What follows belongs to an exercise in optimizing a design on an open flow for small area; a production flow would make more cautious choices. In this exercise RTL edits were held to simulation tests only and were not proved equivalent to the original. Power figures rest on the tool's default switching activity, not on a simulated workload.

**design/flow/constraint.sdc**
```tcl
create_clock -name core_clock -period 5.0 [get_ports {clk}]
set_input_delay 1.0000 -clock core_clock [delete_from_list [all_inputs] [get_ports {clk}]]
set_output_delay 1.0000 -clock core_clock [all_outputs]
set_load 0.01 [all_outputs]
```
**design/flow/standard.sh**
```bash
#!/bin/bash
# synth_recipe.tcl (not shown) runs the flow's synth.tcl, then flattens the netlist and writes it again
# the make line also repeats each setting of config.mk as NAME=value (left out here)
make -C /OpenROAD-flow-scripts/flow DESIGN_CONFIG=/design/flow/config.mk WORK_HOME=/design/flow/orfs CLKGATE_MAP_FILE= SYNTH_SCRIPT=/design/flow/synth_recipe.tcl "${@:-finish}"
```
**design/flow/design.v**
```verilog
module mvm_host_ctrl #(
   parameter int k       = 8,
   parameter int b       = 8,
   parameter int timeout = 4096
) (
   input  logic                  clk,
   input  logic                  reset,
   input  logic                  cmd_valid,
   output logic                  cmd_ready,
   input  logic [1:0]            cmd_mode,
   input  logic                  in_valid,
   output logic                  in_ready,
   input  logic signed [b-1:0]   in_data,
   output logic                  loadMatrix,
   output logic                  loadVector,
   output logic                  start,
   output logic signed [b-1:0]   data_in,
   input  logic                  done,
   input  logic signed [2*b-1:0] data_out,
   output logic                  res_valid,
   input  logic                  res_ready,
   output logic signed [2*b-1:0] res_data,
   output logic                  res_last,
   output logic                  busy,
   output logic                  err
);
   localparam int NW = k*k + k;       
   localparam int TW = $clog2(timeout);
   typedef enum logic [3:0] {
      S_IDLE    = 4'd0,
      S_ERR     = 4'd1,    
      S_FILL    = 4'd2,
      S_LOAD1   = 4'd3,
      S_STREAM1 = 4'd4,
      S_LOAD2   = 4'd5,
      S_STREAM2 = 4'd6,
      S_START   = 4'd7,
      S_WAIT    = 4'd8,
      S_CAPTURE = 4'd9,
      S_DRAIN   = 4'd10
   } state_t;
   state_t           state_q, state_d;
   logic [1:0]       mode_q;
   logic [TW-1:0]    cnt_q, cnt_d;
   logic [8*NW-1:0]  ch_q;            
   logic             en;
   wire idle    = (state_q == S_IDLE) || (state_q == S_ERR);
   wire fill    = (state_q == S_FILL);
   wire stream  = (state_q == S_STREAM1) || (state_q == S_STREAM2);
   wire capture = (state_q == S_CAPTURE);
   wire drain   = (state_q == S_DRAIN);
   wire waiting = (state_q == S_WAIT);
   wire c_71   = cnt_q[6] & (&cnt_q[2:0]);
   wire c_63   = &cnt_q[5:0];
   wire c_7    = &cnt_q[2:0];
   wire c_tmo  = &cnt_q[TW-1:1];      
   wire fill_last = mode_q[1] ? (mode_q[0] ? c_7 : c_63) : c_71;
   wire first_last = mode_q[0] ? c_7 : c_63;
   always_comb begin
      state_d = state_q;
      case (state_q)
         S_IDLE, S_ERR: if (cmd_valid) state_d = S_FILL;
                        else           state_d = S_IDLE;
         S_FILL:    if (in_valid && fill_last) state_d = S_LOAD1;
         S_LOAD1:   state_d = S_STREAM1;
         S_STREAM1: if (first_last) begin
                       if (mode_q[1]) state_d = S_START;
                       else           state_d = S_LOAD2;
                    end
         S_LOAD2:   state_d = S_STREAM2;
         S_STREAM2: if (c_71) state_d = S_START;
         S_START:   state_d = S_WAIT;
         S_WAIT:    if (done) state_d = S_CAPTURE;
                    else if (c_tmo) state_d = S_ERR;
         S_CAPTURE: if (c_7) state_d = S_DRAIN;
         S_DRAIN:   if (res_ready && c_7) state_d = S_IDLE;
         default:   state_d = S_IDLE;
      endcase
   end
   wire sh_in  = (fill && in_valid) || stream;
   wire sh_res = capture || (drain && res_ready);
   assign en = sh_in || sh_res || idle || waiting || (state_q == S_START);
   wire c_clr = idle || (state_q == S_LOAD1) || (state_q == S_START) || (waiting && done);
   wire c_inc = en;
   always_comb begin
      if (c_clr) cnt_d = '0;
      else       cnt_d = cnt_q + TW'(c_inc);
   end
   always_ff @(posedge clk) begin
      if (reset) state_q <= S_IDLE;
      else       state_q <= state_d;
      cnt_q <= cnt_d;
      if (idle) mode_q <= cmd_mode;
   end
   wire hold = (state_q == S_LOAD1) || (state_q == S_LOAD2)
               || (fill && !in_valid) || (drain && !res_ready);
   always_ff @(posedge clk) begin
      ch_q[7:0]                <= ({8{sh_in}} & in_data)
                                | ({8{sh_res}} & data_out[7:0])
                                | ({8{hold}} & ch_q[7:0]);
      ch_q[8*k-1:8]            <= ({8*(k-1){en}} & ch_q[8*k-9:0])
                                | ({8*(k-1){hold}} & ch_q[8*k-1:8]);
      ch_q[8*k +: 8]           <= ({8{sh_in}} & ch_q[8*(k-1) +: 8])
                                | ({8{sh_res}} & data_out[15:8])
                                | ({8{hold}} & ch_q[8*k +: 8]);
      ch_q[8*NW-1:8*(k+1)]     <= ({8*(NW-k-1){en}} & ch_q[8*NW-9:8*k])
                                | ({8*(NW-k-1){hold}} & ch_q[8*NW-1:8*(k+1)]);
   end
   wire t_all = stream && !mode_q[1];
   wire t_mat = stream && (mode_q == 2'd2);
   wire t_vec = stream && (mode_q == 2'd3);
   assign cmd_ready  = idle;
   assign busy       = !idle;
   assign in_ready   = fill;
   assign err        = (state_q == S_ERR);
   assign start      = (state_q == S_START);
   assign loadMatrix = ((state_q == S_LOAD1) && !mode_q[0]) || ((state_q == S_LOAD2) &&  mode_q[0]);
   assign loadVector = ((state_q == S_LOAD1) &&  mode_q[0]) || ((state_q == S_LOAD2) && !mode_q[0]);
   assign data_in    = ({8{t_all}} & ch_q[8*(NW-1) +: 8])
                     | ({8{t_mat}} & ch_q[8*(k*k-1) +: 8])
                     | ({8{t_vec}} & ch_q[8*(k-1) +: 8]);
   assign res_valid  = drain;
   assign res_data   = {ch_q[8*(2*k-1) +: 8], ch_q[8*(k-1) +: 8]};
   assign res_last   = drain && c_7;
endmodule
```
**design/flow/config.mk**
```make
export PLATFORM = sky130hd
export DESIGN_NAME = mvm_host_ctrl
export DESIGN_NICKNAME = mvm_host_ctrl
export VERILOG_FILES = /design/flow/design.v
export SDC_FILE = /design/flow/constraint.sdc
export NUM_CORES = 4
export LEC_CHECK = 0
export CAP_MARGIN = 20
export CORE_MARGIN = 2
export CORE_UTILIZATION = 85
export SLEW_MARGIN = 20
```
**design/flow/flow/run.sh**
```bash
#!/bin/bash
# The standard layout, with two changes: the ports get the smallest buffer
# (sky130 buf_1) instead of the one buffer_ports picks by default, and clock
# tree synthesis inserts no dummy loads. Every other step is the standard flow's own.
set -euo pipefail
cd "$(dirname "$0")/.."
bash standard.sh \
  "BUFFER_PORTS_ARGS=-buffer_cell sky130_fd_sc_hd__buf_1" \
  "CTS_ARGS=-sink_clustering_enable -repair_clock_nets -dont_use_dummy_load -buf_list sky130_fd_sc_hd__clkbuf_4 -sink_clustering_size 12 -sink_clustering_max_diameter 30" \
  finish > standard.log 2>&1
```
==> results.txt, run 1 <==
- Synth unique cells: 38
- Worst slew pin tran: 0.797 ns
- Top cells by area, synth: dfxtp_1 (63%), a22o_1 (26%), buf_2 (2.6%)
- Non-filler cells in the finished layout: 1755
- Ys flop type: dfxtp_1
- Top cells by count, synth: dfxtp_1 (592), a22o_1 (560), buf_2 (99), nor2_1 (34), buf_4 (29)
- Drt wl/cell: 18.3 um
- Count of final setup violators: 0
- Vias in the first global route: around 11000
- GPL Wtd Cong: 0.822
- TritonCTS Buffers: 74
- Die X: 152 um
- Most common cell in the netlist: dfxtp_1
- TritonRoute pass-1 iters: 5
- CTS tree: yes
- Largest net degree at the start of global routing: around 200
- Core ar.: 21700 um^2
- Share of cells above drive strength 1: 0.0590
- Total number of vias: 11565
- Worst-Skew Late Latency: 0.72 ns
- Setup TNS: 0 ns
- Yosys reg bits: 594
- Max Slew Vio Count: 0
- Peak supply drop: 285 uV
- Starting density of the core: 0.863
- Skew final: between 0.07 and 0.08 ns
- Yosys top cell by area: dfxtp_1
- CTS Hold Bufs: 0
- Crit path kind: reg2out
- Post-Syn Nets: 1519
- Worst R2R Start: state_q[2]
- Area Overhead vs Synth: 2.67%
- Setup crit start: state_q[2]
- DRT iter0 DRCs: 1066
- Max layer used: met4
- Setup Buffers After CTS: 0
- Post-Syn Instances: 1484
- RSZ-0062 raised after global routing: no
- YS warnings: 1
- Cell count of the worst reg-to-reg path: 7
- DR WL met3: between 1000 and 1500 um
- Fin crit share: 0.704
- Reg2reg end: ch_q[2]
- PostCTS Resize Cnt: 0
- Worst Hold Slack: 0.412 ns
- Final Util: 0.886
- Pleak: 7.58 nW
- Total die area: 23200 um^2
- HPWL after DPL: 18900 um
- Slew headroom: 0.467
- Routed wire length: between 30000 and 40000 um
- Critical Path RT: around 4.0 ns
- Via/cell ratio: 6.59
- F_max: ~0.28 GHz
- EDFF count, synth: 2
- Status: no timing/DRC/antenna violations
- Gr usage total: 0.272
- Overall Power: between 8 and 9 mW
- CTS H-tree lvls: 3
- Power Density: about 440 nW/um^2
- CP Capture Type: primary output
- Die H: 152 um
- Site row count: 54
- Max FO, Critical Path: 17
- Final instance area: 19200 um^2
- Placed cell count: 1680
- Post-synth ARST share: 0
- Syn avg cell area: 12.6 um^2
- Final net count: 1511
- Post-Syn Area: between 15000 and 20000 um^2
- Placed cell areas: about 19000 um^2
- Clk sink count: 594
- I/O Buffers: 64
- Clock root buffer: clkbuf_4
- Initial antenna violation count: 1
- Min Tclk post-route: 3.52 ns
- Grt total ovfl: 0
- Arr. time, crit path: 2.52 ns
- Startpoint Class: flop
- Top-area cell type share of the netlist area: 0.634
- Clock Tree Buf Depth: 3
- First-pass GRT wire length: 53500 um
- Worst setup margin: about 1.5 ns
- Top-Level Pins: 65
- End point of the critical path: data_in[2]
- Register area share after synthesis: 0.637
- Worst-path clk slew: roughly 0.11 ns
- DP Worst Slack: 1.84 ns
- Metal-1 WL: 14400 um
- Max-cap violations: 0
- Hold Path Class: reg2reg
- DRC Markers: 0
- Final ANT Viol Nets: 0
- Wire length on met2: 15400 um
- Reg-to-reg slack, setup: 2.19 ns
- Final Hold Viols: 0
==> how the worst min path moves through the flow <==
stage | depth (start not counted) | start | to | slack [ns]
2_1_floorplan | 1 | ch_q[64] | ch_q[72] | 0.44
3_3_place_gp | 1 | ch_q[135] | ch_q[143] | 0.45
3_5_place_dp | 1 | ch_q[327] | ch_q[335] | 0.45
4_1_cts | 1 | ch_q[424] | ch_q[432] | 0.42
5_1_grt | 1 | ch_q[512] | ch_q[520] | 0.43
6_report | 1 | ch_q[424] | ch_q[432] | 0.41
==> cell usage in the layout, fill, tap and decap left out, types with 2 or more instances in the layout <==
master and n:
nand4_1 3, nand2b_1 4, nor2b_1 4, xor2_1 6
a22o_1 560, a211oi_1 9, inv_1 21, nor2_1 34
buf_1 64, nand3_1 10, buf_12 7, and3_1 3
mux2i_1 8, a21oi_1 9, buf_4 2, clkbuf_4 74
o21ai_0 8, dfxtp_1 592, or3b_1 2, ha_1 3
or3_1 3, nor3_1 6, a222oi_1 16, xnor2_1 5
edfxtp_1 2, nand2_1 7
==> per-layer routing <==
| layer | track usage | vias to the layer above |
|---|---|---|
| met1 | 0.379 | 5629 |
| met2 | 0.429 | 271 |
| met3 | 0.0512 | 70 |
| li1 | - | 5595 |
| met4 | 0.100 | 0 |
| met5 | 0 | - |
==> registers in the layout (all words and copies together) (netlist names) <==
| signal | cells |
|---|---|
| cnt_q | 12 |
| state_q | 4 |
| mode_q | 2 |
| ch_q | 576 |
==> power by group <==
part	switching (mW)	internal, mW
Combinational	0.501	0.391
Sequential	0.312	5.18
Clock	1.36	0.685
Total	2.17	6.25
==> critical path: stages, from the launching register on <==
cell and delay (ns):
dfxtp_1 0.67, or3b_1 0.61, a211oi_1 0.33, buf_1 0.19
==> area by class of cell <==
| class | count | area (um^2) |
|---|---|---|
| repair buffers | 73 | 395 |
| well taps | 280 | 350 |
| fillers | 1004 | 2480 |
| diodes | 1 | 2.50 |
| inverters | 21 | 78.8 |
| multi-input cells | 712 | 5910 |
| flip-flops and latches | 594 | 11900 |
| clock buffers | 74 | 556 |
==> kinds of logic after synthesis <==
| kind of cell | share of synthesized area |
|---|---|
| multiplexers | 0.00428 |
| buffers and inverters | 0.0486 |
| adder cells (fa/ha/maj) | 0.00201 |
| flip-flops | 0.637 |
| XOR/XNOR | 0.00515 |
| AND/OR/NAND/NOR | 0.0205 |
| AO/OA/AOI/OAI | 0.283 |
==> run 2, diff against run 1 <==
--- a/design/flow/flow/run.sh
+++ b/design/flow/flow/run.sh
@@ -6,5 +6,5 @@
 cd "$(dirname "$0")/.."
 bash standard.sh \
   "BUFFER_PORTS_ARGS=-buffer_cell sky130_fd_sc_hd__buf_1" \
-  "CTS_ARGS=-sink_clustering_enable -repair_clock_nets -dont_use_dummy_load -buf_list sky130_fd_sc_hd__clkbuf_4 -sink_clustering_size 12 -sink_clustering_max_diameter 30" \
+  "CTS_ARGS=-sink_clustering_enable -repair_clock_nets -dont_use_dummy_load -buf_list {sky130_fd_sc_hd__clkbuf_2 sky130_fd_sc_hd__clkbuf_4 sky130_fd_sc_hd__clkbuf_8} -sink_clustering_size 10 -sink_clustering_max_diameter 25" \
   finish > standard.log 2>&1
==> design/flow/config.mk (replaced) <==
export PLATFORM = sky130hd
export DESIGN_NAME = mvm_host_ctrl
export DESIGN_NICKNAME = mvm_host_ctrl
export VERILOG_FILES = /design/flow/design.v
export SDC_FILE = /design/flow/constraint.sdc
export NUM_CORES = 4
export LEC_CHECK = 0
export CAP_MARGIN = 0
export CORE_MARGIN = 2
export CORE_UTILIZATION = 90
export SLEW_MARGIN = 0
==> results.txt, run 2 <==
- Site row count: 52
- Error: [ERROR GPL-0301] Utilization 100.594 % exceeds 100%.
- Compound-Gate Fraction of Synth Area: 0.283
- Top cells by count, synth: dfxtp_1 (592), a22o_1 (560), buf_2 (99), nor2_1 (34), buf_4 (29)
- Status: aborted with a tool error
- Post-Syn Area: roughly 19000 um^2
- Post-Syn Nets: 1519
- Ys flop type: dfxtp_1
- Die H: 148 um
- Top-area cell type share of the netlist area: 0.634
- Synth unique cells: 38
- Mux share of post-synthesis cell area: 0.00428
- Syn avg cell area: between 10 and 15 um^2
- Yosys top cell by area: dfxtp_1
- Post-Syn Instances: roughly 1500
- EDFF count, synth: 2
- Top cells by area, synth: dfxtp_1 (63%), a22o_1 (26%), buf_2 (2.6%)
- Post-synthesis adder-cell area fraction: 0.00201
- Die X: roughly 150 um
- Post-synth ARST share: 0
- Stage reached: global placement without I/O (3_1_place_gp_skip_io)
- Yosys reg bits: 594
- Xor and xnor fraction of the mapped netlist area: 0.00515
- Largest family of logic cells by synthesized area: compound AO/OA/AOI/OAI gates
- Simple-gate portion of the synthesized area: 0.0205
- YS warnings: 1
- Starting density of the core: 0.922
- Register area share after synthesis: 0.637
- Most common cell in the netlist: dfxtp_1
[run 2: cell counts after synthesis]
No cell type changed its count.
[run 2: logic make-up after synthesis]
group	Yosys count
mux	8
xor+xnor	11
simple gates	79
compound gates	611
fa+ha+maj	3
flops	594
buf+inv	178
==> run 3, diff against run 2 <==
--- a/design/flow/config.mk
+++ b/design/flow/config.mk
@@ -7,5 +7,5 @@
 export LEC_CHECK = 0
 export CAP_MARGIN = 0
 export CORE_MARGIN = 2
-export CORE_UTILIZATION = 90
+export CORE_UTILIZATION = 85
 export SLEW_MARGIN = 0
==> results.txt, run 3 <==
- Hold Path Class: reg2reg
- DRC Markers: 0
- Share of cells above drive strength 1: 0.0747
- Status: no timing/DRC/antenna violations
- Starting density of the core: 0.863
- Pleak: 7.95 nW
- Switching share of power: 0.260
- Via/cell ratio: between 7 and 8
- Stages on the worst setup path: 3
- GPL Wtd Cong: 0.822
- Clk sink count: between 500 and 600
- Post-Syn Instances: 1484
- Site row count: 54
- Skew final: between 0.06 and 0.07 ns
- Worst-path clk slew: 0.07 ns
- Share of power burned in registers: 0.561
- Min-Delay Endpoint: ch_q[388]
- Antenna diode count: 0
- Routed wire length: 41100 um
- Post-Syn Nets: between 1500 and 2000
- Startpoint Class: flop
- F_max: 0.275 GHz
- Biggest regs: ch_q x576, cnt_q x12, state_q x4
- Post-Syn Area: 18700 um^2
- Peak supply drop: 349 uV
- Metal-1 WL: 16200 um
- HPWL after DPL: 18900 um
- Crit path kind: reg2out
- Max FO, Critical Path: 17
- Total number of vias: 12468
- DR WL met3: 2220 um
- Reg-to-reg slack, setup: 2.01 ns
- Combinational group share of total power: 0.095
- Max FFs per register: roughly 580
- Syn avg cell area: about 13 um^2
- Register area share after synthesis: 0.637
- Max-cap violations: 0
- Yosys reg bits: 594
- EDFF count, synth: 2
- Largest register by flop count: ch_q
- Max Slew Vio Count: 0
- I/O Buffers: 64
- Synth unique cells: 38
- CP Capture Type: primary output
- CTS tree: yes
- Reg area: 11900 um^2
- Arr. time, crit path: 2.64 ns
- Most common cell in the netlist: dfxtp_1
- Final Hold Viols: 0
- TritonCTS Buffers: just under 100
- Die X: 152 um
- Yosys top cell by area: dfxtp_1
- Reg2reg end: ch_q[7]
- CP max-delay cell: dfxtp_1
- Gr usage total: 0.351
- Core ar.: ~22000 um^2
- Post-synth ARST share: 0
- Hold path start: ch_q[380]
- Die H: 152 um
- Crit-path leading delay family: flip-flops
- Final net count: 1536
- YS warnings: 1
- Internal power: 7.32 mW
- PostCTS Resize Cnt: 0
- DRT iter0 DRCs: approximately 1500
- Clock root buffer: clkbuf_8
- Count of final setup violators: 0
- Worst-Skew Late Latency: 0.64 ns
- Setup Buffers After CTS: 0
- Vias in the first global route: 12721
- Clock power share: 0.344
- Ys flop type: dfxtp_1
- Final ANT Viol Nets: 0
- Area of the multi-input gates: 5910 um^2
- Area Overhead vs Synth: 6.97%
- Total die area: 23200 um^2
- Min Tclk post-route: between 3 and 4 ns
- Setup TNS: 0 ns
- Top cells by area, synth: dfxtp_1 (63%), a22o_1 (26%), buf_2 (2.6%)
- Fin crit share: 0.728
- Power Density: between 400 and 500 nW/um^2
- Slew headroom: 0.424
- Grt total ovfl: 0
- Top-Level Pins: 65
- Most frequent cells in the layout: dfxtp_1 (592), a22o_1 (560), clkbuf_8 (99)
- Largest net degree at the start of global routing: 201
- Critical Path RT: 4.00 ns
- Worst slew pin tran: 0.864 ns
- Slowest cell delay on critical path: 0.72 ns
- WHS Path Cells: 1
- Cell count of the worst reg-to-reg path: 7
- Worst Hold Slack: 0.440 ns
- Sw Pwr: ~2.6 mW
- CTS Hold Bufs: 0
- Top-area cell type share of the netlist area: 0.634
- Buf+Inv Stages, Crit Path: 1
- Fill cells: slightly below 700
- Worst-path cell chain: or3b_1 -> a211oi_1 -> buf_1
- Worst R2R Start: state_q[2]
- Clock Tree Buf Depth: 3
- CTS H-tree lvls: 3
- Drt wl/cell: 23.1 um
- RSZ-0062 raised after global routing: no
- TritonRoute pass-1 iters: 7
- First-pass GRT wire length: 66400 um
- Top cells by count, synth: dfxtp_1 (592), a22o_1 (560), buf_2 (99), nor2_1 (34), buf_4 (29)
- Initial antenna violation count: 0
- Wire length on met2: 21100 um
- Max layer used: met4
- Commonest non-fill, non-tap cell in the layout: dfxtp_1
run 3: worst max path at each step:
stage | startpoint | to | slack [ns]
after floorplan | res_ready | cnt_q[8] | 2.22
after global placement | res_ready | cnt_q[8] | 1.96
after detailed placement | res_ready | cnt_q[10] | 1.84
after CTS | state_q[2] | data_in[2] | 1.46
after global routing | state_q[2] | data_in[2] | 1.36
final | state_q[2] | data_in[2] | 1.36
run 3: layer usage:
| metal | GRT usage | vias to the layer above |
|---|---|---|
| met5 | 0 | - |
| met4 | 0.160 | 0 |
| met3 | 0.0728 | 145 |
| met2 | 0.598 | 504 |
| met1 | 0.432 | 6177 |
| li1 | - | 5642 |
run 3: power by group through the flow:
stage	Combinational [mW]	Clock, mW	Sequential [mW]
2_1_floorplan	0.828	0	5.45
3_3_place_gp	0.849	0	5.55
3_5_place_dp	0.885	0	5.59
4_1_cts	0.931	3.41	5.53
5_1_grt	1.02	3.62	5.57
6_report	0.940	3.40	5.54
run 3: cell families after synthesis:
| family | after synthesis | share of synthesized area |
|---|---|---|
| AOI/OAI and AO/OA | 611 | 0.283 |
| xor gates and xnor gates | 11 | 0.00515 |
| adders and majority gates | 3 | 0.00201 |
| buffers and inverters | 178 | 0.0486 |
| DFF | 594 | 0.637 |
| muxes | 8 | 0.00428 |
| and+or+nand+nor | 79 | 0.0205 |
run 3: metrics by stage:
step                std cells   util  setup slack (ns)  cell area, um^2  power, mW
global route             1779  0.923              1.36            20000       10.2
finish                   1779  0.923              1.36            20000       9.89
floorplan                1484      -              2.22            18700       6.28
detailed placement       1680  0.860              1.84            18600       6.47
CTS                      1779  0.923              1.46            20000       9.87
global placement         1680  0.860              1.96            18600       6.40
run 3: worst reg2reg max path: cells and delay by family (launching register included):
family	cells	cell delay [ns]
AO/OA/AOI/OAI	4	1.16
buffers and inverters	2	0.74
AND/OR/NAND/NOR	1	0.30
flip-flops	1	0.72
run 3: area by class of cell:
class | count | share of cell area
Tap cell | 280 | 0.0175
Clock buffer | 99 | 0.0681
Multi-Input combinational cell | 712 | 0.295
Inverter | 21 | 0.00394
Timing Repair Buffer | 73 | 0.0198
Sequential cell | 594 | 0.595
==> run 4, diff against run 3 <==
--- a/design/flow/design.v
+++ b/design/flow/design.v
@@ -94,17 +94,26 @@
    end
    wire hold = (state_q == S_LOAD1) || (state_q == S_LOAD2)
                || (fill && !in_valid) || (drain && !res_ready);
+   logic pol_q;
    always_ff @(posedge clk) begin
-      ch_q[7:0]                <= ({8{sh_in}} & in_data)
-                                | ({8{sh_res}} & data_out[7:0])
-                                | ({8{hold}} & ch_q[7:0]);
-      ch_q[8*k-1:8]            <= ({8*(k-1){en}} & ch_q[8*k-9:0])
-                                | ({8*(k-1){hold}} & ch_q[8*k-1:8]);
-      ch_q[8*k +: 8]           <= ({8{sh_in}} & ch_q[8*(k-1) +: 8])
-                                | ({8{sh_res}} & data_out[15:8])
-                                | ({8{hold}} & ch_q[8*k +: 8]);
-      ch_q[8*NW-1:8*(k+1)]     <= ({8*(NW-k-1){en}} & ch_q[8*NW-9:8*k])
-                                | ({8*(NW-k-1){hold}} & ch_q[8*NW-1:8*(k+1)]);
+      if (reset) pol_q <= 1'b0;
+      else       pol_q <= !pol_q;
+   end
+   wire [7:0] pol8  = {8{pol_q}};
+   wire [7:0] in_p  = in_data ^ pol8;
+   wire [7:0] lo_p  = data_out[7:0] ^ pol8;
+   wire [7:0] hi_p  = data_out[15:8] ^ pol8;
+   always_ff @(posedge clk) begin
+      ch_q[7:0]                <= ~(({8{sh_in}} & in_p)
+                                  | ({8{sh_res}} & lo_p)
+                                  | ({8{hold}} & ch_q[7:0]));
+      ch_q[8*k-1:8]            <= ~((ch_q[8*k-9:0] | {8*(k-1){hold}})
+                                  & (ch_q[8*k-1:8] | {8*(k-1){en}}));
+      ch_q[8*k +: 8]           <= ~(({8{sh_in}} & ch_q[8*(k-1) +: 8])
+                                  | ({8{sh_res}} & hi_p)
+                                  | ({8{hold}} & ch_q[8*k +: 8]));
+      ch_q[8*NW-1:8*(k+1)]     <= ~((ch_q[8*NW-9:8*k] | {8*(NW-k-1){hold}})
+                                  & (ch_q[8*NW-1:8*(k+1)] | {8*(NW-k-1){en}}));
    end
    wire t_all = stream && !mode_q[1];
    wire t_mat = stream && (mode_q == 2'd2);
@@ -116,10 +125,10 @@
    assign start      = (state_q == S_START);
    assign loadMatrix = ((state_q == S_LOAD1) && !mode_q[0]) || ((state_q == S_LOAD2) &&  mode_q[0]);
    assign loadVector = ((state_q == S_LOAD1) &&  mode_q[0]) || ((state_q == S_LOAD2) && !mode_q[0]);
-   assign data_in    = ({8{t_all}} & ch_q[8*(NW-1) +: 8])
-                     | ({8{t_mat}} & ch_q[8*(k*k-1) +: 8])
-                     | ({8{t_vec}} & ch_q[8*(k-1) +: 8]);
+   assign data_in    = (({8{t_all}} & ch_q[8*(NW-1) +: 8])
+                      | ({8{t_mat}} & ch_q[8*(k*k-1) +: 8])
+                      | ({8{t_vec}} & ch_q[8*(k-1) +: 8])) ^ {8{stream && pol_q}};
    assign res_valid  = drain;
-   assign res_data   = {ch_q[8*(2*k-1) +: 8], ch_q[8*(k-1) +: 8]};
+   assign res_data   = {ch_q[8*(2*k-1) +: 8], ch_q[8*(k-1) +: 8]} ^ {2{pol8}};
    assign res_last   = drain && c_7;
 endmodule
==> design/flow/flow/run.sh (replaced) <==
#!/bin/bash
# The standard layout, with two changes: the ports get the smallest buffer
# (sky130 buf_1) instead of the one buffer_ports picks by default, and clock
# tree synthesis inserts no dummy loads. Every other step is the standard flow's own.
set -euo pipefail
cd "$(dirname "$0")/.."
bash standard.sh \
  "BUFFER_PORTS_ARGS=-buffer_cell sky130_fd_sc_hd__buf_1" \
  "CTS_ARGS=-sink_clustering_enable -repair_clock_nets -dont_use_dummy_load -buf_list sky130_fd_sc_hd__clkbuf_4 -sink_clustering_size 16 -sink_clustering_max_diameter 25" \
  finish > standard.log 2>&1
--- a/design/flow/config.mk
+++ b/design/flow/config.mk
@@ -5,7 +5,7 @@
 export SDC_FILE = /design/flow/constraint.sdc
 export NUM_CORES = 4
 export LEC_CHECK = 0
-export CAP_MARGIN = 0
+export CAP_MARGIN = 20
 export CORE_MARGIN = 2
 export CORE_UTILIZATION = 85
-export SLEW_MARGIN = 0
+export SLEW_MARGIN = 20
==> results.txt, run 4 <==
- Synth unique cells: 45
- Critical Path RT: ~4.0 ns
- Skew final: 0.0723 ns
- Ys flop type: dfxtp_1
- Worst-path clk slew: 0.11 ns
- Commonest non-fill, non-tap cell in the layout: dfxtp_1
- Reg-to-reg slack, setup: 1.94 ns
- Overall Power: around 15 mW
- Core ar.: 20800 um^2
- DP Worst Slack: 1.78 ns
- Starting density of the core: 0.857
- Pleak: about 6.8 nW
- Status: no timing/DRC/antenna violations
- Largest net degree at the start of global routing: 236
- Top-area cell type share of the netlist area: 0.665
- Post-Syn Area: 17800 um^2
- Crit path kind: reg2out
- Switching share of power: 0.336
- Post-Syn Nets: ~1600
- CTS H-tree lvls: 3
- Syn avg cell area: between 10 and 15 um^2
- Grt total ovfl: 0
- Worst Hold Slack: 0.364 ns
- Startpoint Class: flop
- Final Hold Viols: 0
- Top cells by area, synth: dfxtp_1 (67%), o22ai_1 (20%), buf_4 (2.1%)
- Yosys top cell by area: dfxtp_1
- Post-Syn Instances: between 1500 and 2000
- Die X: 149 um
- Sw Pwr: about 5 mW
- EDFF count, synth: 2
- Die H: between 100 and 150 um
- Setup Buffers After CTS: 0
- Combinational group share of total power: 0.243
- Largest register by flop count: ch_q
- Power Density: 799 nW/um^2
- Yosys reg bits: between 500 and 600
- Peak supply drop: 517 uV
- Final Util: 0.881
- Gr usage total: 0.276
- Max FFs per register: approximately 580
- Arr. time, crit path: 2.26 ns
- Initial antenna violation count: 1
- Internal power: 9.74 mW
- Top-Level Pins: 65
- CP Capture Type: primary output
- TritonCTS Buffers: 90
- TritonRoute pass-1 iters: 8
- Worst slew pin tran: about 1.2 ns
- DRC Markers: 0
- Fin crit share: 0.651
- Area Overhead vs Synth: 2.81%
- CTS tree: yes
- Post-synth ARST share: 0
- HPWL after DPL: 18600 um
- Min Tclk post-route: about 3.3 ns
- Routed wire length: about 31000 um
- Total number of vias: 11952
- Share of power burned in registers: 0.607
- Final ANT Viol Nets: 0
- Site row count: 53
- Final net count: between 1500 and 2000
- Placed cell count: 1722
- Total die area: 22200 um^2
- Max Slew Vio Count: 0
- GPL Wtd Cong: 0.888
- PostCTS Resize Cnt: 0
- DRT iter0 DRCs: 918
- Count of final setup violators: 0
- Clock Tree Buf Depth: 3
- Clock root buffer: clkbuf_4
- Max FO, Critical Path: 21
- Biggest regs: ch_q x576, cnt_q x12, state_q x4
- Worst setup margin: 1.74 ns
- Setup TNS: 0 ns
- Worst-Skew Late Latency: 0.69 ns
- Clk sink count: 595
- Top cells by count, synth: dfxtp_1 (593), o22ai_1 (562), buf_4 (51), nor2_1 (41), buf_2 (38)
- Drt wl/cell: 17.4 um
- Hold Path Class: reg2reg
- First-pass GRT wire length: 50900 um
- Most common cell in the netlist: dfxtp_1
- Via/cell ratio: 6.59
- Clock power share: 0.150
- Max-cap violations: 0
- F_max: 0.307 GHz
- Register area share after synthesis: 0.668
- RSZ-0062 raised after global routing: no
- Fill cells: 998
- Placed cell areas: 17700 um^2
- Non-filler cells in the finished layout: 1813
- YS warnings: 1
- Vias in the first global route: 11155
- Final instance area: 18400 um^2
- I/O Buffers: 64
- Slew headroom: 0.229
- CTS Hold Bufs: 0
- Most frequent cells in the layout: dfxtp_1 (592), o22ai_1 (561), clkbuf_4 (90)
- Share of cells above drive strength 1: 0.0709
## run 4: cell types whose count changed in the layout (fill, tap and decap cells not counted), moves of 7 or more
cell	previous run	this run
clkbuf_4	0	90
o22ai_1	1	561
nor2_1	34	41
a221o_1	0	8
inv_1	21	11
a22oi_1	0	9
clkbuf_8	99	0
o221ai_1	0	8
xnor2_1	5	16
a22o_1	560	0
a222oi_1	16	8
a211oi_1	9	0
xor2_1	6	27
## run 4: power by group through the flow
stage / Clock, mW / Sequential [mW] / Combinational, mW
floorplan: 0 / 8.39 / 3.23
global route: 2.45 / 9.18 / 3.97
global placement: 0 / 8.79 / 3.24
detailed placement: 0 / 8.95 / 3.53
finish: 2.21 / 8.90 / 3.56
CTS: 2.25 / 8.88 / 3.55
## run 4: per-layer routing
layer / wire (um) / vias to the layer above / track usage
met4: 752 / 0 / 0.117
met1: 14000 / 5649 / 0.368
li1: - / 5924 / -
met5: 0 / - / 0
met2: 15400 / 304 / 0.448
met3: 1240 / 75 / 0.0508
## run 4: cell type report
type                    instances  area, um^2  share of cell area
flip-flops and latches        595       11900               0.650
clock buffers                  90         676              0.0368
inverters                      11        41.3             0.00225
diodes                          1        2.50            0.000136
well taps                     275         344              0.0187
multi-input cells             765        4930               0.269
repair buffers                 76         418              0.0228
## run 4: critical path, cell delays in order, from the launching register on
cell	delay, ns
dfxtp_1	0.70
nor2b_1	0.33
nand3_1	0.24
nor2_1	0.17
buf_1	0.16
## run 4: path summary, 6_finish.rpt
path / startpoint / endpoint / cells past startpoint
setup / recovery: state_q[1] / res_last / 4
hold reg to reg: ch_q[538] / ch_q[546] / 1
hold / removal: ch_q[538] / ch_q[546] / 1
setup reg to reg: state_q[1] / ch_q[415] / 5
## run 4: cells by family after synthesis
family          after synthesis  synth area share
compound gates              628             0.226
flops                       595             0.668
buf+inv                     157            0.0565
simple gates                 83            0.0217
xor+xnor                     43            0.0211
mux                           8           0.00449
fa+ha+maj                     3           0.00210
==> run 5, diff against run 4 <==
--- a/design/flow/flow/run.sh
+++ b/design/flow/flow/run.sh
@@ -6,5 +6,5 @@
 cd "$(dirname "$0")/.."
 bash standard.sh \
   "BUFFER_PORTS_ARGS=-buffer_cell sky130_fd_sc_hd__buf_1" \
-  "CTS_ARGS=-sink_clustering_enable -repair_clock_nets -dont_use_dummy_load -buf_list sky130_fd_sc_hd__clkbuf_4 -sink_clustering_size 16 -sink_clustering_max_diameter 25" \
+  "CTS_ARGS=-sink_clustering_enable -repair_clock_nets -dont_use_dummy_load -buf_list sky130_fd_sc_hd__clkbuf_4 -sink_clustering_size 12 -sink_clustering_max_diameter 30" \
   finish > standard.log 2>&1
==> results.txt, run 5 <==
- Starting density of the core: 0.857
- Total die area: between 20000 and 25000 um^2
- Area Overhead vs Synth: 2.11%
- PostCTS Resize Cnt: 0
- Switching share of power: 0.338
- I/O Buffers: between 60 and 70
- Routed wire length: 31300 um
- Hold path start: ch_q[530]
- Area of the multi-input gates: 4930 um^2
- Internal power: 9.59 mW
- Top-Level Pins: 65
- Die X: 149 um
- Top cells by area, synth: dfxtp_1 (67%), o22ai_1 (20%), buf_4 (2.1%)
- Peak supply drop: 498 uV
- Max Slew Vio Count: 0
- Most frequent cells in the layout: dfxtp_1 (592), o22ai_1 (561), clkbuf_4 (73)
- Grt total ovfl: 0
- Max FFs per register: 576
- Count of final setup violators: 0
- Setup crit start: mode_q[0]
- Clk sink count: 595
- Reg area: 11900 um^2
- EDFF count, synth: 2
- Status: no timing/DRC/antenna violations
- Min-Delay Endpoint: ch_q[538]
- Final instance area: 18200 um^2
- Post-Syn Nets: 1552
- Reg-to-reg slack, setup: 2.09 ns
- Total number of vias: 11858
- Startpoint Class: flop
- Share of power burned in registers: 0.615
- Worst-path cell chain: mux2i_1 -> a21oi_1 -> xnor2_1 -> nor2_1 -> buf_1
- Clock Tree Buf Depth: 3
- Fin crit share: 0.644
- Post-Syn Instances: 1517
- Final net count: 1557
- CTS tree: yes
- Largest register by flop count: ch_q
- Clock power share: 0.140
- First-pass GRT wire length: just over 50000 um
- CP max-delay cell: edfxtp_1
- Fill cells: 1039
- Ys flop type: dfxtp_1
- Syn avg cell area: 11.8 um^2
- Pleak: 6.72 nW
- Top-area cell type share of the netlist area: 0.665
- Power Density: 794 nW/um^2
- Die H: roughly 150 um
- Vias in the first global route: 11072
- Commonest non-fill, non-tap cell in the layout: dfxtp_1
- Worst slew pin tran: 1.12 ns
- GPL Wtd Cong: 0.888
- Skew final: 0.104 ns
- Crit path kind: reg2out
- Core ar.: between 20000 and 25000 um^2
- CTS Hold Bufs: 0
- Most common cell in the netlist: dfxtp_1
- Arr. time, crit path: 2.22 ns
- Yosys reg bits: 595
- Sw Pwr: 4.88 mW
- Setup Buffers After CTS: 0
- CTS H-tree lvls: 3
- F_max: 0.310 GHz
- Register area share after synthesis: 0.668
- DRC Markers: 0
- WHS Path Cells: 1
- Largest net degree at the start of global routing: 236
- Final Hold Viols: 0
- Clock root buffer: clkbuf_4
- Max FO, Critical Path: 13
- Via/cell ratio: 6.60
- Drt wl/cell: approximately 17 um
- Placed cell areas: 17700 um^2
- Hold Path Class: reg2reg
- Reg2reg end: ch_q[346]
- TritonCTS Buffers: 73
- Worst R2R Start: state_q[1]
- Top cells by count, synth: dfxtp_1 (593), o22ai_1 (562), buf_4 (51), nor2_1 (41), buf_2 (38)
- Post-synth ARST share: 0
- Worst-path clk slew: ~0.11 ns
- Share of cells above drive strength 1: 0.0605
- Yosys top cell by area: dfxtp_1
- YS warnings: 1
- TritonRoute pass-1 iters: 5
- Gr usage total: 0.276
- Slowest cell delay on critical path: between 0.7 and 0.8 ns
- HPWL after DPL: 18600 um
- Site row count: 53
- Min Tclk post-route: 3.22 ns
- DRT iter0 DRCs: a little over 800
- Synth unique cells: 45
- Initial antenna violation count: 2
- Slew headroom: 0.248
- Worst-Skew Late Latency: 0.71 ns
- CP Capture Type: primary output
- Max-cap violations: 0
- Post-Syn Area: roughly 18000 um^2
- Critical Path RT: 4.00 ns
- RSZ-0062 raised after global routing: no
- Overall Power: 14.5 mW
- Final ANT Viol Nets: 0
- Setup TNS: 0 ns
- Combinational group share of total power: 0.246
- Biggest regs: ch_q x576, cnt_q x12, state_q x4
- Cell count of the worst reg-to-reg path: 5
==> run 5: cell types whose count changed in the layout (fill, tap and decap cells not counted), sizes merged <==
cell / previous run / this run
clkbuf: 90 / 73
diode: 1 / 2
==> run 5: worst max path at each step <==
stage / end / slack (ns) / cells after the start
after floorplan: cnt_q[10] / 2.15 / 12
after global placement: cnt_q[10] / 1.87 / 11
after detailed placement: cnt_q[10] / 1.78 / 11
after CTS: data_in[4] / 1.70 / 3
after global routing: data_in[5] / 1.61 / 5
final: data_in[4] / 1.78 / 5
==> run 5: cells by family (layout without fill, tap and decap cells) <==
kind of cell	Yosys count	after routing	share of synthesized area
AOI/OAI and AO/OA	628	628	0.226
xor gates and xnor gates	43	43	0.0211
adders and majority gates	3	3	0.00210
buffers and inverters	157	160	0.0565
DFF	595	595	0.668
muxes	8	8	0.00449
other	0	2	0
and+or+nand+nor	83	83	0.0217
==> run 5: cell type report <==
| class | instances | area share |
|---|---|---|
| Antenna cell | 2 | 0.000275 |
| Timing Repair Buffer | 76 | 0.0229 |
| Sequential cell | 595 | 0.655 |
| Clock buffer | 73 | 0.0301 |
| Inverter | 11 | 0.00227 |
| Tap cell | 275 | 0.0189 |
| Multi-Input combinational cell | 765 | 0.271 |
==> run 5: stage by stage <==
step,hold WS [ns],cells,worst slack (ns),util
6_report,0.371,1797,1.78,0.875
3_5_place_dp,0.422,1722,1.78,0.849
4_1_cts,0.376,1795,1.70,0.875
3_3_place_gp,0.416,1722,1.87,0.849
5_1_grt,0.406,1797,1.61,0.875
2_1_floorplan,0.411,1517,2.15,-
==> run 5: routing by layer <==
layer / up-vias / share of wire / GRT usage
li1: 5873 / - / -
met1: 5643 / 0.44 / 0.373
met4: 0 / 0.023 / 0.0967
met5: - / 0 / 0
met2: 271 / 0.49 / 0.451
met3: 71 / 0.040 / 0.0535
==> run 5: power groups by stage <==
stage / clock (mW) / sequential (mW) / combinational (mW)
final: 2.02 / 8.89 / 3.56
after detailed placement: 0 / 8.95 / 3.53
after CTS: 2.06 / 8.87 / 3.55
after floorplan: 0 / 8.39 / 3.23
after global placement: 0 / 8.79 / 3.24
after global routing: 2.25 / 9.17 / 3.97
==> run 5: critical path: cells and delay by family, from the launching register on <==
| family | cells | cell delay (ns) |
|---|---|---|
| flip-flops | 1 | 0.76 |
| multiplexers | 1 | 0.27 |
| XOR/XNOR | 1 | 0.17 |
| buffers and inverters | 1 | 0.16 |
| AND/OR/NAND/NOR | 1 | 0.11 |
| AO/OA/AOI/OAI | 1 | 0.10 |
==> run 6, diff against run 5 <==
--- a/design/flow/design.v
+++ b/design/flow/design.v
@@ -100,15 +100,15 @@
       else       pol_q <= !pol_q;
    end
    wire [7:0] pol8  = {8{pol_q}};
-   wire [7:0] in_p  = in_data ^ pol8;
-   wire [7:0] lo_p  = data_out[7:0] ^ pol8;
    wire [7:0] hi_p  = data_out[15:8] ^ pol8;
    always_ff @(posedge clk) begin
-      ch_q[7:0]                <= ~(({8{sh_in}} & in_p)
-                                  | ({8{sh_res}} & lo_p)
-                                  | ({8{hold}} & ch_q[7:0]));
-      ch_q[8*k-1:8]            <= ~((ch_q[8*k-9:0] | {8*(k-1){hold}})
-                                  & (ch_q[8*k-1:8] | {8*(k-1){en}}));
+      ch_q[7:0]                <= ({8{sh_in}} & in_data)
+                                | ({8{sh_res}} & data_out[7:0])
+                                | ({8{hold}} & ch_q[7:0]);
+      ch_q[15:8]               <= ~(((ch_q[7:0] ^ pol8) | {8{hold}})
+                                  & (ch_q[15:8] | {8{en}}));
+      ch_q[8*k-1:16]           <= ~((ch_q[8*k-9:8] | {8*(k-2){hold}})
+                                  & (ch_q[8*k-1:16] | {8*(k-2){en}}));
       ch_q[8*k +: 8]           <= ~(({8{sh_in}} & ch_q[8*(k-1) +: 8])
                                   | ({8{sh_res}} & hi_p)
                                   | ({8{hold}} & ch_q[8*k +: 8]));
--- a/design/flow/config.mk
+++ b/design/flow/config.mk
@@ -7,5 +7,5 @@
 export LEC_CHECK = 0
 export CAP_MARGIN = 20
 export CORE_MARGIN = 2
-export CORE_UTILIZATION = 85
+export CORE_UTILIZATION = 80
 export SLEW_MARGIN = 20
==> results.txt, run 6 <==
- Post-Syn Nets: 1546
- Skew final: 0.0801 ns
- Largest register by flop count: ch_q
- Yosys top cell by area: dfxtp_1
- First-pass GRT wire length: a little over 50000 um
- Clock Tree Buf Depth: 3
- Final Hold Viols: 0
- Total die area: 23200 um^2
- CTS H-tree lvls: 3
- Area of the multi-input gates: 4860 um^2
- Critical Path RT: 4.00 ns
- DRC Markers: 0
- Startpoint Class: flop
- Hold Path Class: reg2reg
- Site row count: 54
- Worst slew pin tran: 1.01 ns
- Top cells by count, synth: dfxtp_1 (593), o22ai_1 (562), buf_2 (69), nor2_1 (45), xor2_1 (39)
- Clock root buffer: clkbuf_4
- Routed wire length: 30300 um
- CTS Hold Bufs: 0
- Initial antenna violation count: 1
- Count of final setup violators: 0
- Reg2reg end: ch_q[367]
- Most common cell in the netlist: dfxtp_1
- Starting density of the core: 0.811
- Max Slew Vio Count: 0
- Power Density: 697 nW/um^2
- Min Tclk post-route: 3.32 ns
- Share of cells above drive strength 1: 0.0637
- Post-synth ARST share: 0
- Synth unique cells: 38
- Pleak: 6.86 nW
- Reg-to-reg slack, setup: 1.93 ns
- Vias in the first global route: approximately 11000
- I/O Buffers: 64
- Fill cells: 1269
- Area Overhead vs Synth: 3.54%
- Via/cell ratio: around 6.5
- Commonest non-fill, non-tap cell in the layout: dfxtp_1
- Die X: 152 um
- Arr. time, crit path: 2.32 ns
- Drt wl/cell: roughly 17 um
- Final ANT Viol Nets: 0
- YS warnings: 1
- WHS Path Cells: 1
- Placed cell areas: between 15000 and 20000 um^2
- Syn avg cell area: 11.6 um^2
- Non-filler cells in the finished layout: 1804
- TritonCTS Buffers: 76
- CTS tree: yes
- DRT iter0 DRCs: roughly 890
- Top-area cell type share of the netlist area: 0.675
- Final instance area: between 15000 and 20000 um^2
- PostCTS Resize Cnt: 0
- Final net count: 1560
- Register area share after synthesis: 0.679
- Gr usage total: 0.254
- Cell count of the worst reg-to-reg path: 7
- Status: no timing/DRC/antenna violations
- F_max: 0.301 GHz
- Largest net degree at the start of global routing: 299
- Total number of vias: 11640
- Biggest regs: ch_q x576, cnt_q x12, state_q x4
- Worst-Skew Late Latency: between 0.7 and 0.8 ns
- Ys flop type: dfxtp_1
- CP Capture Type: primary output
- Most frequent cells in the layout: dfxtp_1 (592), o22ai_1 (561), clkbuf_4 (76)
- Hold path start: ch_q[486]
- Max FFs per register: 576
- Grt total ovfl: 0
- Top-Level Pins: 65
- EDFF count, synth: 2
- Max-cap violations: 0
- Post-Syn Instances: about 1500
- Die H: 152 um
- HPWL after DPL: 17700 um
- TritonRoute pass-1 iters: 8
- Placed cell count: approximately 1700
- Fin crit share: 0.665
- Clk sink count: 595
- Core ar.: 21700 um^2
- Post-Syn Area: 17600 um^2
- GPL Wtd Cong: between 0.8 and 0.9
- Max FO, Critical Path: 11
- Yosys reg bits: 595
- Peak supply drop: ~530 uV
- Final Util: 0.839
- Worst R2R Start: state_q[2]
- Top cells by area, synth: dfxtp_1 (68%), o22ai_1 (20%), buf_2 (2.0%)
- Worst-path clk slew: 0.11 ns
- Crit path kind: reg2out
- Setup Buffers After CTS: 0
- Setup TNS: 0 ns
- Min-Delay Endpoint: ch_q[494]
- RSZ-0062 raised after global routing: no
- Slew headroom: 0.330
- Reg area: 11900 um^2
==> run 6: cell count changes in the layout (fill, tap and decap cells not counted), moves of 4 or more <==
| cell | before | now |
|---|---|---|
| a21oi_1 | 12 | 16 |
| a221o_1 | 8 | 0 |
| a222oi_1 | 8 | 16 |
| a22oi_1 | 9 | 0 |
| nand2_1 | 9 | 13 |
| nand2b_1 | 6 | 2 |
| nor2_1 | 41 | 45 |
| o221ai_1 | 8 | 0 |
| xor2_1 | 27 | 39 |
==> run 6: final cells by class <==
| cell class | instances | area share |
|---|---|---|
| multi-input combinational | 759 | 0.267 |
| sequential | 595 | 0.656 |
| inverter | 15 | 0.00309 |
| clock buffer | 76 | 0.0313 |
| tap | 280 | 0.0192 |
| timing repair buffer | 78 | 0.0239 |
| antenna | 1 | 0.000137 |
==> run 6: routing by layer <==
layer	GRT usage	vias to the layer above	wire, um
met5	0	-	0
li1	-	5821	-
met3	0.0449	64	1360
met4	0.0957	0	691
met1	0.344	5518	13500
met2	0.415	237	14700
==> run 6: power by group <==
part	switching (mW)	internal (mW)	leakage [nW]	total (mW)
logic	1.04	1.02	1.50	2.06
clock network	1.37	0.702	0.350	2.07
registers	1.39	7.15	5.01	8.55
total	3.80	8.88	6.86	12.7
==> run 6: through the flow <==
stage / power, mW / worst slack, ns / hold WS [ns]
floorplan: 9.91 / 2.19 / 0.411
global placement: 10.4 / 1.88 / 0.416
detailed placement: 10.7 / 1.82 / 0.422
CTS: 12.7 / 1.66 / 0.385
global route: 13.5 / 1.59 / 0.397
finish: 12.7 / 1.68 / 0.374
==> run 6: worst max-delay path by stage <==
stage            endpoint  slack, ns  depth (start not counted)       from
6_report       data_in[2]       1.68                          5  mode_q[0]
5_1_grt        data_in[3]       1.59                          5  mode_q[0]
4_1_cts        data_in[2]       1.66                          5  mode_q[0]
3_5_place_dp    ch_q[350]       1.82                          6  res_ready
3_3_place_gp    ch_q[368]       1.88                          6  res_ready
2_1_floorplan   cnt_q[10]       2.19                         12  res_ready
==> run 6: cells by family after synthesis <==
logic type               after synthesis  synth area share
flip-flops                           595             0.679
multiplexers                           9           0.00520
adder cells (fa/ha/maj)                3           0.00214
buffers and inverters                157            0.0465
XOR/XNOR                              52            0.0259
AND/OR/NAND/NOR                       88            0.0231
AO/OA/AOI/OAI                        607             0.218
==> run 6: critical path, stage by stage (launching register included) <==
cell and delay (ns):
edfxtp_1 0.76, mux2i_1 0.28, a21oi_1 0.14, xnor2_1 0.19, nor2_1 0.12, buf_1 0.16
==> run 7, diff against run 6 <==
--- a/design/flow/config.mk
+++ b/design/flow/config.mk
@@ -7,5 +7,5 @@
 export LEC_CHECK = 0
 export CAP_MARGIN = 20
 export CORE_MARGIN = 2
-export CORE_UTILIZATION = 80
+export CORE_UTILIZATION = 85
 export SLEW_MARGIN = 20
==> results.txt, run 7 <==
- Status: no timing/DRC/antenna violations
- Slowest cell delay on critical path: about 0.73 ns
- Setup Buffers After CTS: 0
- Final Util: 0.897
- Worst slew pin tran: 0.924 ns
- Worst R2R Start: state_q[2]
- Yosys top cell by area: dfxtp_1
- Yosys reg bits: 595
- First-pass GRT wire length: 53700 um
- Max Slew Vio Count: 0
- HPWL after DPL: 19500 um
- Stages on the worst setup path: 3
- Arr. time, crit path: 2.34 ns
- CP max-delay cell: dfxtp_2
- Vias in the first global route: 11389
- YS warnings: 1
- Critical Path RT: about 4.0 ns
- Clk sink count: 595
- Grt total ovfl: 0
- Pleak: 6.84 nW
- Crit-path leading delay family: flip-flops
- Via/cell ratio: around 6.7
- Simple-gate portion of the synthesized area: 0.0231
- TritonCTS Buffers: 72
- PostCTS Resize Cnt: 0
- Total die area: 21800 um^2
- Min Tclk post-route: 3.34 ns
- Setup crit start: pol_q
- Site row count: 52
- Max FFs per register: 576
- Syn avg cell area: about 12 um^2
- Top cells by area, synth: dfxtp_1 (68%), o22ai_1 (20%), buf_2 (2.0%)
- Slew headroom: 0.384
- Routed wire length: 33300 um
- Busiest layer in global routing: met2
- Fill cells: ~900
- EDFF count, synth: 2
- Post-Syn Nets: 1546
- Initial antenna violation count: 1
- Die H: about 150 um
- Post-Syn Area: roughly 18000 um^2
- Die X: 148 um
- Worst-path cell chain: buf_4 -> xor2_1 -> buf_1
- Area Overhead vs Synth: 3.25%
- Core ar.: between 20000 and 25000 um^2
- Starting density of the core: 0.869
- Top cells by count, synth: dfxtp_1 (593), o22ai_1 (562), buf_2 (69), nor2_1 (45), xor2_1 (39)
- GPL Wtd Cong: 0.825
- End point of the critical path: res_data[9]
- Largest register by flop count: ch_q
- I/O Buffers: 64
- Final Hold Viols: 0
- DRC Markers: 0
- Worst-path clk slew: ~0.12 ns
- Buf+Inv Stages, Crit Path: 2
- CP Capture Type: primary output
- Gr usage total: 0.297
- Post-Syn Instances: between 1500 and 2000
- Synth unique cells: 38
- Clock root buffer: clkbuf_4
- Compound-Gate Fraction of Synth Area: 0.218
- Register area share after synthesis: 0.679
- Largest net degree at the start of global routing: 221
- Reg-to-reg slack, setup: 2.06 ns
- CTS Hold Bufs: 0
- Met3 Track Usage GR: 0.0565
- Biggest regs: ch_q x576, cnt_q x12, state_q x4
- Power Density: 707 nW/um^2
- Fin crit share: 0.668
- Xor and xnor fraction of the mapped netlist area: 0.0259
- RSZ-0062 raised after global routing: no
- Skew final: 0.0576 ns
- Drt wl/cell: 18.6 um
- Total number of vias: approximately 12000
- Count of final setup violators: 0
- Worst-Skew Late Latency: 0.71 ns
- Post-synth ARST share: 0
- Share of cells above drive strength 1: 0.0606
- Startpoint Class: flop
- Hold Path Class: reg2reg
- Post-synthesis adder-cell area fraction: 0.00214
- Max FO, Critical Path: 22
- TritonRoute pass-1 iters: 6
- Crit path kind: reg2out
- Most frequent cells in the layout: dfxtp_1 (592), o22ai_1 (561), clkbuf_4 (72)
- Cell count of the worst reg-to-reg path: 6
- DRT iter0 DRCs: 1071
- Clock Tree Buf Depth: 3
- Final ANT Viol Nets: 0
- Met2 usage in global routing: 0.502
- Max-cap violations: 0
- Final net count: 1555
- Most common cell in the netlist: dfxtp_1
- Peak supply drop: about 520 uV
- Largest family of logic cells by synthesized area: compound AO/OA/AOI/OAI gates
- Top-Level Pins: 65
- Reg2reg end: ch_q[70]
- CTS tree: yes
- Met1 Use GR: 0.392
- Setup TNS: 0 ns
- Commonest non-fill, non-tap cell in the layout: dfxtp_1
- Mux share of post-synthesis cell area: 0.00520
- CTS H-tree lvls: 3
- Top-area cell type share of the netlist area: 0.675
- F_max: 0.299 GHz
- Ys flop type: dfxtp_1
## run 7: cell types whose count changed in the layout (fill, tap and decap cells not counted)
cell and delta:
buf_4 -2, buf_12 +3, buf_16 -2, clkbuf_4 -4
## run 7: worst reg2reg max path, stage by stage, from the launching register on
cell	delay (ns)
dfxtp_1	0.67
nor2b_1	0.31
o21ai_1	0.14
o21a_1	0.17
o22ai_4	0.69
buf_4	0.62
a222oi_1	0.24
## run 7: cells by family (layout without fill, tap and decap cells)
logic type / Yosys count / in the layout
xor gates and xnor gates: 52 / 52
other: 0 / 1
adders and majority gates: 3 / 3
and+or+nand+nor: 88 / 88
buffers and inverters: 157 / 164
AOI/OAI and AO/OA: 607 / 607
DFF: 595 / 595
muxes: 9 / 9
## run 7: metrics by stage
stage	setup WS (ns)	cell area (um^2)	cells	hold WS [ns]	total power, mW
after floorplan	2.19	17600	1511	0.411	9.91
after global placement	1.91	17600	1716	0.416	10.4
after detailed placement	1.77	17600	1716	0.421	10.8
after CTS	1.64	18100	1788	0.395	12.8
after global routing	1.57	18200	1789	0.406	13.5
final	1.66	18200	1789	0.397	12.8
## run 7: metal layers
layer	part of all wire	wire length [um]	up-vias
met5	0	0	-
met2	0.49	16500	332
met4	0.021	710	0
li1	-	-	5817
met1	0.43	14200	5698
met3	0.057	1910	72
## run 7: worst min path at each step
stage / start / to / slack (ns) / cells after the start
CTS: ch_q[280] / ch_q[288] / 0.40 / 1
global route: ch_q[280] / ch_q[288] / 0.41 / 1
finish: ch_q[280] / ch_q[288] / 0.40 / 1
floorplan: ch_q[64] / ch_q[72] / 0.41 / 1
detailed placement: ch_q[469] / ch_q[477] / 0.42 / 1
global placement: ch_q[520] / ch_q[528] / 0.42 / 1
## run 7: area by class of cell
cell class,count,area (um^2),area share
inverter,15,56.3,0.00310
timing repair buffer,77,425,0.0234
multi-input combinational,759,4860,0.268
clock buffer,72,541,0.0298
antenna,1,2.50,0.000138
sequential,595,11900,0.657
tap,270,338,0.0186
## run 7: where the power goes
group | internal, mW | leakage, nW | total [mW] | switching [mW]
registers | 7.15 | 5.01 | 8.65 | 1.50
logic | 1.02 | 1.49 | 2.12 | 1.10
clock network | 0.667 | 0.331 | 2.05 | 1.38
==> run 8, diff against run 7 <==
--- a/design/flow/flow/run.sh
+++ b/design/flow/flow/run.sh
@@ -6,5 +6,5 @@
 cd "$(dirname "$0")/.."
 bash standard.sh \
   "BUFFER_PORTS_ARGS=-buffer_cell sky130_fd_sc_hd__buf_1" \
-  "CTS_ARGS=-sink_clustering_enable -repair_clock_nets -dont_use_dummy_load -buf_list sky130_fd_sc_hd__clkbuf_4 -sink_clustering_size 12 -sink_clustering_max_diameter 30" \
+  "CTS_ARGS=-sink_clustering_enable -repair_clock_nets -dont_use_dummy_load -buf_list sky130_fd_sc_hd__clkbuf_4 -sink_clustering_size 12 -sink_clustering_max_diameter 30 -balance_levels" \
   finish > standard.log 2>&1
==> results.txt, run 8 <==
- Worst R2R Start: state_q[2]
- Share of cells above drive strength 1: 0.0606
- Largest register by flop count: ch_q
- Fin crit share: 0.668
- Sw Pwr: 3.99 mW
- Worst setup margin: 1.66 ns
- Final Util: 0.897
- Overall Power: 12.8 mW
- RSZ-0062 raised after global routing: no
- DRC Markers: 0
- Worst Hold Slack: 0.397 ns
- Top cells by area, synth: dfxtp_1 (68%), o22ai_1 (20%), buf_2 (2.0%)
- Setup Buffers After CTS: 0
- Max FO, Critical Path: 22
- Largest net degree at the start of global routing: 221
- Clock power share: 0.160
- Top cells by count, synth: dfxtp_1 (593), o22ai_1 (562), buf_2 (69), nor2_1 (45), xor2_1 (39)
- Count of final setup violators: 0
- Final net count: 1555
- Die H: 148 um
- Total number of vias: 11919
- Max FFs per register: 576
- Wire length on met2: 16500 um
- Placed cell count: about 1700
- Via/cell ratio: 6.66
- Most frequent cells in the layout: dfxtp_1 (592), o22ai_1 (561), clkbuf_4 (72)
- Skew final: 0.0576 ns
- Slew headroom: 0.384
- Core ar.: 20200 um^2
- Yosys top cell by area: dfxtp_1
- Post-Syn Area: 17600 um^2
- Yosys reg bits: 595
- Area Overhead vs Synth: 3.25%
- I/O Buffers: 64
- Max-cap violations: 0
- Placed cell areas: 17600 um^2
- Worst-path clk slew: 0.12 ns
- EDFF count, synth: 2
- Initial antenna violation count: 1
- Hold path start: ch_q[280]
- Biggest regs: ch_q x576, cnt_q x12, state_q x4
- Final Hold Viols: 0
- Register area share after synthesis: 0.679
- Commonest non-fill, non-tap cell in the layout: dfxtp_1
- Post-Syn Nets: around 1500
- Pleak: slightly below 7 nW
- TritonCTS Buffers: 72
- Arr. time, crit path: 2.34 ns
- Fill cells: 896
- Die X: around 150 um
- GPL Wtd Cong: 0.825
- Switching share of power: 0.311
- Combinational group share of total power: 0.165
- Hold Path Class: reg2reg
- DP Worst Slack: about 1.8 ns
- Setup crit start: pol_q
- PostCTS Resize Cnt: 0
- Post-Syn Instances: 1511
- Setup TNS: 0 ns
- DR WL met3: 1910 um
- CTS Hold Bufs: 0
- CP max-delay cell: dfxtp_2
- Power Density: 707 nW/um^2
- CP Capture Type: primary output
- YS warnings: 1
- HPWL after DPL: 19500 um
- Max layer used: met4
- Synth unique cells: 38
- First-pass GRT wire length: 53700 um
- Metal-1 WL: 14200 um
- Slowest cell delay on critical path: between 0.7 and 0.8 ns
- Clock root buffer: clkbuf_4
- Post-synth ARST share: 0
- Syn avg cell area: between 10 and 15 um^2
- Gr usage total: 0.297
- TritonRoute pass-1 iters: 6
- Share of power burned in registers: 0.675
- CTS tree: yes
- DRT iter0 DRCs: 1071
- Worst-Skew Late Latency: 0.71 ns
- Clock Tree Buf Depth: 3
- Ys flop type: dfxtp_1
- Total die area: approximately 22000 um^2
- Most common cell in the netlist: dfxtp_1
- Min Tclk post-route: 3.34 ns
- Worst-path cell chain: buf_4 -> xor2_1 -> buf_1
- Peak supply drop: 522 uV
- WHS Path Cells: 1
- Clk sink count: around 600
- Non-filler cells in the finished layout: 1789
- CTS H-tree lvls: 3
- Routed wire length: 33300 um
- Top-Level Pins: 65
- Worst slew pin tran: 0.924 ns
- Cell count of the worst reg-to-reg path: 6
- Final instance area: around 18000 um^2
- Max Slew Vio Count: 0
- Status: no timing/DRC/antenna violations
- F_max: 0.299 GHz
- Final ANT Viol Nets: 0
- Drt wl/cell: 18.6 um
- Startpoint Class: flop
- Vias in the first global route: around 11000
- Top-area cell type share of the netlist area: 0.675
- Grt total ovfl: 0
- Starting density of the core: 0.869
- Internal power: 8.84 mW
- Critical Path RT: about 4 ns
- Site row count: 52
- Crit path kind: reg2out
## run 8: cell families after synthesis
family | Yosys count | share of synthesized area
AO/OA/AOI/OAI | 607 | 0.218
XOR/XNOR | 52 | 0.0259
adder cells (fa/ha/maj) | 3 | 0.00214
buffers and inverters | 157 | 0.0465
flip-flops | 595 | 0.679
multiplexers | 9 | 0.00520
AND/OR/NAND/NOR | 88 | 0.0231
## run 8: final timing paths
path	end	slack, ns
setup / recovery	res_data[9]	1.66
hold / removal	ch_q[288]	0.40
setup reg to reg	ch_q[70]	2.06
hold reg to reg	ch_q[288]	0.40
## run 8: cell type report
type,count,area (um^2),area share
Sequential cell,595,11900,0.657
Multi-Input combinational cell,759,4860,0.268
Clock buffer,72,541,0.0298
Timing Repair Buffer,77,425,0.0234
Tap cell,270,338,0.0186
Inverter,15,56.3,0.00310
Antenna cell,1,2.50,0.000138
## run 8: metal layers
metal,GRT usage,vias to the layer above
met5,0,-
met4,0.0943,0
met3,0.0565,72
met2,0.502,332
met1,0.392,5698
li1,-,5817
## run 8: power by group through the flow
stage	registers [mW]	logic (mW)	clock network [mW]
CTS	8.62	2.12	2.07
finish	8.65	2.12	2.05
floorplan	8.16	1.75	0
global route	8.88	2.37	2.26
global placement	8.50	1.88	0
detailed placement	8.68	2.09	0
## run 8: worst max-delay path, delay by kind of cell (launching register included)
kind	cells	cell delay (ns)
xor+xnor	1	0.25
flops	1	0.73
buf+inv	2	0.67
==> run 9, diff against run 8 <==
==> design/flow/flow/run.sh (replaced) <==
#!/bin/bash
# The standard layout, with two changes: the ports get the smallest buffer
# (sky130 buf_1) instead of the one buffer_ports picks by default, and clock
# tree synthesis inserts no dummy loads. Every other step is the standard flow's own.
set -euo pipefail
cd "$(dirname "$0")/.."
bash standard.sh \
  "BUFFER_PORTS_ARGS=-buffer_cell sky130_fd_sc_hd__buf_1" \
  "CTS_ARGS=-sink_clustering_enable -repair_clock_nets -dont_use_dummy_load -buf_list sky130_fd_sc_hd__clkbuf_4 -sink_clustering_size 13 -sink_clustering_max_diameter 30" \
  finish > standard.log 2>&1
==> results.txt, run 9 <==
- Worst-Skew Late Latency: 0.70 ns
- Status: no timing/DRC/antenna violations
- Clock root buffer: clkbuf_4
- PostCTS Resize Cnt: 0
- Final Hold Viols: 0
- Max-cap violations: 0
- Peak supply drop: 518 uV
- Most common cell in the netlist: dfxtp_1
- GPL Wtd Cong: approximately 0.82
- Total die area: 21800 um^2
- CTS H-tree lvls: 3
- Post-Syn Instances: 1511
- Area Overhead vs Synth: 3.16%
- Core ar.: 20200 um^2
- Synth unique cells: 38
- Top cells by count, synth: dfxtp_1 (593), o22ai_1 (562), buf_2 (69), nor2_1 (45), xor2_1 (39)
- Startpoint Class: flop
- Worst slew pin tran: 0.927 ns
- DRT iter0 DRCs: 1013
- Min Tclk post-route: approximately 3.3 ns
- F_max: roughly 0.3 GHz
- YS warnings: 1
- I/O Buffers: 64
- Drt wl/cell: 18.2 um
- Via/cell ratio: 6.64
- Most frequent cells in the layout: dfxtp_1 (592), o22ai_1 (561), clkbuf_4 (70)
- Yosys top cell by area: dfxtp_1
- Post-synth ARST share: 0
- Clock Tree Buf Depth: 3
- Buf+Inv Stages, Crit Path: 2
- Post-Syn Nets: between 1500 and 2000
- Vias in the first global route: 11342
- Max layer used: met4
- Clk sink count: 595
- Share of cells above drive strength 1: 0.0594
- Metal-1 WL: 14200 um
- Final net count: 1553
- CTS tree: yes
- Pleak: slightly below 7 nW
- Routed wire length: about 33000 um
- RSZ-0062 raised after global routing: no
- Overall Power: around 13 mW
- Slew headroom: 0.382
- Top cells by area, synth: dfxtp_1 (68%), o22ai_1 (20%), buf_2 (2.0%)
- Gr usage total: 0.293
- Worst-path clk slew: 0.12 ns
- Largest net degree at the start of global routing: around 220
- TritonCTS Buffers: 70
- Largest register by flop count: ch_q
- Worst-path cell chain: buf_4 -> xor2_1 -> buf_1
- CTS Hold Bufs: 0
- Skew final: 0.0564 ns
- First-pass GRT wire length: 53000 um
- Total number of vias: 11857
- Post-Syn Area: 17600 um^2
- Die H: 148 um
- Critical Path RT: 4.00 ns
- DR WL met3: 1690 um
- CP Capture Type: primary output
- Ys flop type: dfxtp_1
- Setup Buffers After CTS: 0
- Commonest non-fill, non-tap cell in the layout: dfxtp_1
- Power Density: 703 nW/um^2
- Hold Path Class: reg2reg
- Syn avg cell area: 11.6 um^2
- DRC Markers: 0
- Max FFs per register: 576
- Reg-to-reg slack, setup: 2.09 ns
- Starting density of the core: 0.869
- Register area share after synthesis: 0.679
- Cell count of the worst reg-to-reg path: 7
- Grt total ovfl: 0
- TritonRoute pass-1 iters: 8
- WHS Path Cells: 1
- Setup TNS: 0 ns
- Site row count: 52
- Crit-path leading delay family: flip-flops
- Biggest regs: ch_q x576, cnt_q x12, state_q x4
- EDFF count, synth: 2
- Top-area cell type share of the netlist area: 0.675
- Fin crit share: 0.665
- Final ANT Viol Nets: 0
- Max Slew Vio Count: 0
- Max FO, Critical Path: 22
- Die X: approximately 150 um
- Wire length on met2: 16100 um
- Arr. time, crit path: 2.33 ns
- Stages on the worst setup path: 3
- Count of final setup violators: 0
- HPWL after DPL: approximately 20000 um
- CP max-delay cell: dfxtp_2
- Initial antenna violation count: 1
- Top-Level Pins: 65
- Slowest cell delay on critical path: roughly 0.73 ns
- Yosys reg bits: 595
- Crit path kind: reg2out
-- run 9: changes by cell type in the layout (fill, tap and decap cells not counted) --
cell	delta
clkbuf_4	-2
-- run 9: worst paths after layout --
| kind | startpoint | endpoint |
|---|---|---|
| setup / recovery | pol_q | res_data[15] |
| hold / removal | ch_q[477] | ch_q[485] |
| setup reg to reg | state_q[2] | ch_q[1] |
| hold reg to reg | ch_q[477] | ch_q[485] |
-- run 9: cells by family (layout without fill, tap and decap cells) --
logic type	Yosys count	count (layout)	synth area share
AO/OA/AOI/OAI	607	607	0.218
XOR/XNOR	52	52	0.0259
adder cells (fa/ha/maj)	3	3	0.00214
buffers and inverters	157	162	0.0465
flip-flops	595	595	0.679
multiplexers	9	9	0.00520
other	0	1	0
AND/OR/NAND/NOR	88	88	0.0231
-- run 9: metal layers --
layer,vias to the layer above,global-route usage
met3,60,0.0559
met1,5662,0.392
met5,-,0
met4,0,0.0938
li1,5827,-
met2,308,0.488
-- run 9: through the flow --
stage                     instances  hold slack (ns)  setup WS [ns]  utilization  cell area [um^2]
after floorplan                1511            0.411           2.19            -             17600
after global placement         1716            0.416           1.91        0.870             17600
after detailed placement       1716            0.421           1.77        0.870             17600
after CTS                      1786            0.374           1.65        0.896             18100
after global routing           1787            0.395           1.56        0.896             18100
final                          1787            0.393           1.67        0.896             18100
-- run 9: layout make-up --
cell class                 count  area [um^2]
tap                          270          338
timing repair buffer          77          425
inverter                      15         56.3
multi-input combinational    759         4860
sequential                   595        11900
fill                         903         2100
clock buffer                  70          526
antenna                        1         2.50
-- run 9: power breakdown --
group          internal [mW]  switching [mW]  leakage (nW)
Clock                  0.649            1.36         0.322
Combinational           1.02            1.09          1.49
Sequential              7.15            1.48          5.01

==> port drivers added, routing unchanged <==
The results above use ideal ports. As a check the final layouts listed here were re-extracted and re-timed, cells and wires unchanged.
Step 1: set_driving_cell puts a clkbuf_16 on clk and a buf_2 on each other input, an assumption about the parent block.
Step 2, shift: input delay + t, output delay - t, t = (earliest + latest rising clock arrival at the registers) / 2. This alone moves slack from input paths to output paths.
Slacks: ideal ports / drivers / drivers and shift; pairs: ideal ports / drivers.
run	shift t [ns]	setup slack, ns
run 1	0.733	1.480 / 1.431 / 1.749
run 3	0.644	1.360 / 1.316 / 1.630
run 4	0.706	1.744 / 1.699 / 1.744
run 5	0.703	1.778 / 1.735 / 1.727
run 6	0.726	1.676 / 1.635 / 1.598
run 7	0.716	1.660 / 1.617 / 1.724
run 8	0.716	1.660 / 1.617 / 1.724
run 9	0.705	1.674 / 1.632 / 1.711
After both steps every run listed still meets setup and hold.
